Context: an optimization exercise on an open-source flow, tuned for small area. The choices shown serve that exercise and are no tape-out recipe. The RTL was checked by simulation tests, not by an equivalence proof against the original design. No activity file was given, so power comes from the tool's default toggle rates.

==> build 51 <==
==> flow/design.v <==
package rv_regfile_pkg;
  localparam int XLEN_DEF  = 32;
  localparam int NREGS_DEF = 32;
  localparam int ZERO_REG  = 0;
  function automatic int cnt_w(input int n);
    cnt_w = $clog2(n + 1);
  endfunction
endpackage
module rv_scoreboard
#(
  parameter int  NREGS = rv_regfile_pkg::NREGS_DEF,
  localparam int AW    = $clog2(NREGS),
  localparam int CW    = rv_regfile_pkg::cnt_w(NREGS)
) (
  input  logic             clk,
  input  logic             rst,
  input  logic             claim_valid_i,
  input  logic [AW-1:0]    claim_addr_i,
  input  logic             wb_valid_i,
  input  logic [AW-1:0]    wb_addr_i,
  output logic             claim_ready_o,
  output logic [NREGS-1:0] busy_o,
  output logic [CW-1:0]    pending_cnt_o
);
  logic [NREGS-1:0] busy_q, busy_d;
  logic [NREGS-1:0] set_vec, clr_vec;
  logic [CW-1:0]    cnt_q, cnt_d;
  logic             wb_fire, claim_busy, claim_fire, inc, dec;
  assign wb_fire = wb_valid_i && (wb_addr_i != AW'(rv_regfile_pkg::ZERO_REG));
  assign claim_busy = busy_q[claim_addr_i];
  assign claim_ready_o = claim_valid_i && !claim_busy;
  assign claim_fire    = claim_ready_o && (claim_addr_i != AW'(rv_regfile_pkg::ZERO_REG));
  always_comb begin
    set_vec = '0;
    clr_vec = '0;
    if (claim_fire) set_vec[claim_addr_i] = 1'b1;
    if (wb_fire)    clr_vec[wb_addr_i]    = 1'b1;
    busy_d = (busy_q & ~clr_vec) | set_vec;
  end
  assign inc   = claim_fire && !busy_q[claim_addr_i];
  assign dec   = wb_fire && busy_q[wb_addr_i] && !(claim_fire && (claim_addr_i == wb_addr_i));
  assign cnt_d = cnt_q + CW'(inc) - CW'(dec);
  always_ff @(posedge clk or posedge rst) begin
    if (rst) begin
      busy_q <= '0;
      cnt_q  <= '0;
    end else begin
      busy_q <= busy_d;
      cnt_q  <= cnt_d;
    end
  end
  assign busy_o        = busy_q;
  assign pending_cnt_o = cnt_q;
endmodule
module rv_regfile_mp
#(
  parameter int  XLEN  = rv_regfile_pkg::XLEN_DEF,
  parameter int  NREGS = rv_regfile_pkg::NREGS_DEF,
  parameter int  NRD   = 2,
  localparam int AW    = $clog2(NREGS),
  localparam int CW    = rv_regfile_pkg::cnt_w(NREGS)
) (
  input  logic                clk,
  input  logic                rst,
  input  logic [NRD*AW-1:0]   rd_addr_i,
  output logic [NRD*XLEN-1:0] rd_data_o,
  output logic [NRD-1:0]      rd_busy_o,
  input  logic                claim_valid_i,
  input  logic [AW-1:0]       claim_addr_i,
  output logic                claim_ready_o,
  input  logic                wb_valid_i,
  input  logic [AW-1:0]       wb_addr_i,
  input  logic [XLEN-1:0]     wb_data_i,
  output logic [CW-1:0]       pending_cnt_o
);
  logic [XLEN-1:0]  regs_q [NREGS];
  logic [NREGS-1:0] busy;
  logic             wb_fire;
  assign wb_fire = wb_valid_i && (wb_addr_i != AW'(rv_regfile_pkg::ZERO_REG));
  rv_scoreboard #(
    .NREGS(NREGS)
  ) u_scoreboard (
    .clk           (clk),
    .rst           (rst),
    .claim_valid_i (claim_valid_i),
    .claim_addr_i  (claim_addr_i),
    .wb_valid_i    (wb_valid_i),
    .wb_addr_i     (wb_addr_i),
    .claim_ready_o (claim_ready_o),
    .busy_o        (busy),
    .pending_cnt_o (pending_cnt_o)
  );
  always_ff @(posedge clk or posedge rst) begin
    if (rst) begin
      for (int r = 0; r < NREGS; r++) regs_q[r] <= '0;
    end else if (wb_fire) begin
      regs_q[wb_addr_i] <= wb_data_i;
    end
  end
  for (genvar i = 0; i < NRD; i++) begin : g_rd
    logic [AW-1:0] ra;
    logic          hit;
    assign ra = rd_addr_i[i*AW +: AW];
    assign hit = 1'b0;
    assign rd_data_o[i*XLEN +: XLEN] = hit ? wb_data_i : regs_q[ra];
    assign rd_busy_o[i]              = !hit && busy[ra];
  end
endmodule
==> flow/run.sh <==
#!/bin/bash
# synth_recipe.tcl (not shown) runs the flow's synth.tcl, then flattens the netlist and writes it again
# the make line also repeats each setting of config.mk as NAME=value (left out here)
make -C /OpenROAD-flow-scripts/flow DESIGN_CONFIG=/design/flow/config.mk WORK_HOME=/design/flow/orfs CLKGATE_MAP_FILE= SYNTH_SCRIPT=/design/flow/synth_recipe.tcl finish
==> flow/config.mk <==
export PLATFORM = sky130hd
export DESIGN_NAME = rv_regfile_mp
export DESIGN_NICKNAME = rv_regfile_mp
export VERILOG_FILES = /design/flow/design.v
export SDC_FILE = /design/flow/constraint.sdc
export NUM_CORES = 4
export LEC_CHECK = 0
export CAP_MARGIN = 20
export CORE_MARGIN = 2
export CORE_UTILIZATION = 45
export SLEW_MARGIN = 20
==> flow/constraint.sdc <==
create_clock -name core_clock -period 8.0 [get_ports {clk}]
set_input_delay 1.6000 -clock core_clock [delete_from_list [all_inputs] [get_ports {clk}]]
set_output_delay 1.6000 -clock core_clock [all_outputs]
set_load 0.01 [all_outputs]
==> trial 83 (differences from build 51) <==
==> flow/design.v, changed modules only <==
module rv_rf_wmux
#(
  parameter int W = 32
) (
  input  logic [W-1:0] q_i,
  input  logic [W-1:0] d_i,
  input  logic         we_i,
  input  logic         we_n_i,
  output logic [W-1:0] q_o
);
  assign q_o = (q_i & {W{we_n_i}}) | (d_i & {W{we_i}});
endmodule
module rv_rf_aoi3
#(
  parameter int W = 32
) (
  input  logic [W-1:0] a_i,
  input  logic [W-1:0] b_i,
  input  logic [W-1:0] c_i,
  input  logic         sa_i,
  input  logic         sb_i,
  input  logic         sc_i,
  output logic [W-1:0] y_no
);
  assign y_no = ~((a_i & {W{sa_i}}) | (b_i & {W{sb_i}}) | (c_i & {W{sc_i}}));
endmodule
module rv_rf_rdor
#(
  parameter int W = 32,
  parameter int G = 10
) (
  input  logic [G-1:0][W-1:0] g_ni,
  input  logic [W-1:0]        d_i,
  input  logic                s_i,
  output logic [W-1:0]        y_o
);
  always_comb begin
    for (int b = 0; b < W; b++) begin
      logic all_n;
      all_n = 1'b1;
      for (int g = 0; g < G; g++) all_n = all_n & g_ni[g][b];
      y_o[b] = !all_n || (d_i[b] && s_i);
    end
  end
endmodule
module rv_regfile_mp
#(
  parameter int  XLEN  = rv_regfile_pkg::XLEN_DEF,
  parameter int  NREGS = rv_regfile_pkg::NREGS_DEF,
  parameter int  NRD   = 2,
  localparam int AW    = $clog2(NREGS),
  localparam int CW    = rv_regfile_pkg::cnt_w(NREGS)
) (
  input  logic                clk,
  input  logic                rst,
  input  logic [NRD*AW-1:0]   rd_addr_i,
  output logic [NRD*XLEN-1:0] rd_data_o,
  output logic [NRD-1:0]      rd_busy_o,
  input  logic                claim_valid_i,
  input  logic [AW-1:0]       claim_addr_i,
  output logic                claim_ready_o,
  input  logic                wb_valid_i,
  input  logic [AW-1:0]       wb_addr_i,
  input  logic [XLEN-1:0]     wb_data_i,
  output logic [CW-1:0]       pending_cnt_o
);
  localparam int NG = (NREGS - 1) / 3;    
  logic [NREGS-1:0][XLEN-1:0] regs_q;     
  logic [NREGS-1:0][XLEN-1:0] regs_d;
  logic [NREGS-1:0]           valid_q;    
  logic [NREGS-1:0]           busy_q;     
  logic [NREGS-1:0]           busy;
  logic [NREGS-1:0]           we, we_n, cl;
  logic [CW-1:0]              cnt_q;
  logic                       wb_fire, claim_fire, inc, dec;
  assign busy = {busy_q[NREGS-1:1], 1'b0};
  assign wb_fire       = wb_valid_i && (wb_addr_i != '0);
  assign claim_ready_o = claim_valid_i && !busy[claim_addr_i];
  assign claim_fire    = claim_ready_o && (claim_addr_i != '0);
  assign inc = claim_fire;
  assign dec = wb_fire && busy[wb_addr_i];
  always_ff @(posedge clk or posedge rst) begin
    if (rst) begin
      cnt_q <= '0;
    end else if (inc && !dec) begin
      cnt_q <= cnt_q + 1'b1;
    end else if (dec && !inc) begin
      cnt_q <= cnt_q - 1'b1;
    end
  end
  assign pending_cnt_o = cnt_q;
  assign we[0]   = 1'b0;
  assign we_n[0] = 1'b1;
  assign cl[0]   = 1'b0;
  assign regs_d[0] = '0;
  for (genvar r = 1; r < NREGS; r++) begin : g_reg
    assign we[r]   = wb_valid_i && (wb_addr_i == AW'(r));
    assign we_n[r] = !we[r];
    assign cl[r]   = claim_fire && (claim_addr_i == AW'(r));
    always_ff @(posedge clk or posedge rst) begin
      if (rst) begin
        valid_q[r] <= 1'b0;
        busy_q[r]  <= 1'b0;
      end else begin
        if (we[r]) valid_q[r] <= 1'b1;
        if (cl[r])      busy_q[r] <= 1'b1;
        else if (we[r]) busy_q[r] <= 1'b0;
      end
    end
    rv_rf_wmux #(.W(XLEN)) u_wmux (
      .q_i    (regs_q[r]),
      .d_i    (wb_data_i),
      .we_i   (we[r]),
      .we_n_i (we_n[r]),
      .q_o    (regs_d[r])
    );
    always_ff @(posedge clk) begin
      regs_q[r] <= regs_d[r];
    end
  end
  assign valid_q[0] = 1'b0;
  assign busy_q[0]  = 1'b0;
  assign regs_q[0]  = '0;
  for (genvar i = 0; i < NRD; i++) begin : g_rd
    logic [AW-1:0]           ra;
    logic [NREGS-1:0]        dec_oh, sel;
    logic [NG-1:0][XLEN-1:0] grp_n;
    assign ra = rd_addr_i[i*AW +: AW];
    always_comb begin
      for (int r = 0; r < NREGS; r++) begin
        dec_oh[r] = (ra == AW'(r)) && (r != 0);
        sel[r]    = dec_oh[r] && valid_q[r];
      end
    end
    assign rd_busy_o[i] = |(dec_oh & busy);
    for (genvar g = 0; g < NG; g++) begin : g_grp
      rv_rf_aoi3 #(.W(XLEN)) u_aoi (
        .a_i  (regs_q[3*g+1]),
        .b_i  (regs_q[3*g+2]),
        .c_i  (regs_q[3*g+3]),
        .sa_i (sel[3*g+1]),
        .sb_i (sel[3*g+2]),
        .sc_i (sel[3*g+3]),
        .y_no (grp_n[g])
      );
    end
    rv_rf_rdor #(.W(XLEN), .G(NG)) u_or (
      .g_ni (grp_n),
      .d_i  (regs_q[NREGS-1]),
      .s_i  (sel[NREGS-1]),
      .y_o  (rd_data_o[i*XLEN +: XLEN])
    );
  end
endmodule
// module rv_scoreboard removed
--- a/flow/config.mk
+++ b/flow/config.mk
@@ -10,2 +10,3 @@
 export CORE_UTILIZATION = 45
 export SLEW_MARGIN = 20
+export SYNTH_HIERARCHICAL = 1
==> summary of the runs <==
- Flip-flop and latch count: build 51 is higher than trial 83 (2).
- Against build 51, the setup slack of trial 83 is worse by 0.0039 ns.
- In fmax, build 51 and trial 83 hardly differ.
- Final area: build 51 is higher than trial 83 (22%).
- Against build 51, the clock skew of trial 83 is higher by 0.00052 ns.
- In trial 83 the synthesized cell count is smaller than in build 51, by 17%.
==> figures <==
|  | trial 83 | build 51 |
|---|---|---|
| Number of cell rows | 116 | 126 |
| Pwr Total | 15.12 mW | 15.65 mW |
| Cell area power density | 300.3 nW/um^2 | 255.4 nW/um^2 |
| Dpl ws | 0.8743 ns | 0.9094 ns |
| Clk tree area frac | 7.951% | 6.369% |
| Routed length on met1 | 77400 um | 95700 um |
| Share of the synthesized netlist area taken by xor and xnor gates | 0.09604% | 0.1795% |
| Growth of design area from synthesis to finish | 10.40% | 14.19% |
| Outcome | finished clean | finished clean |
| Proportion of cell area occupied by multi-input gates | 39.88% | 41.88% |
| Number of standard cells after synthesis | 3821 | 4601 |
| Switching power | 4.131 mW | 4.670 mW |
| Final Util | 50.20% | 51.82% |

## afterwards: timing with drivers on the ports
In the flow no input, the clock included, has a driving cell. The finished layouts below were timed again as built, in two steps. Step 1 (the two cells are an assumption about what drives the block):
set clk [get_ports {clk}]
set_driving_cell -lib_cell sky130_fd_sc_hd__clkbuf_16 $clk
set_driving_cell -lib_cell sky130_fd_sc_hd__buf_2 [delete_from_list [all_inputs] $clk]
Step 2 also shifts input and output timing later by t, the mid clock arrival at the registers, as if the neighbouring blocks saw the same clock. a / b / c = ideal / step 1 / step 2; a / b = the first two.
| run | shift t [ns] | slack for setup (ns) | hold WS [ns] |
|---|---|---|---|
| build 51 | 0.825 | 0.594 / 0.464 / 0.464 | 0.404 / 0.404 / 0.404 |
| trial 83 | 0.779 | 0.590 / 0.567 / 0.567 | 0.474 / 0.474 / 0.474 |
After both steps every run listed still meets setup and hold. For build 51, which loses most, drivers alone change the setup slack by -0.130 ns; drivers and shift together by -0.130 ns.
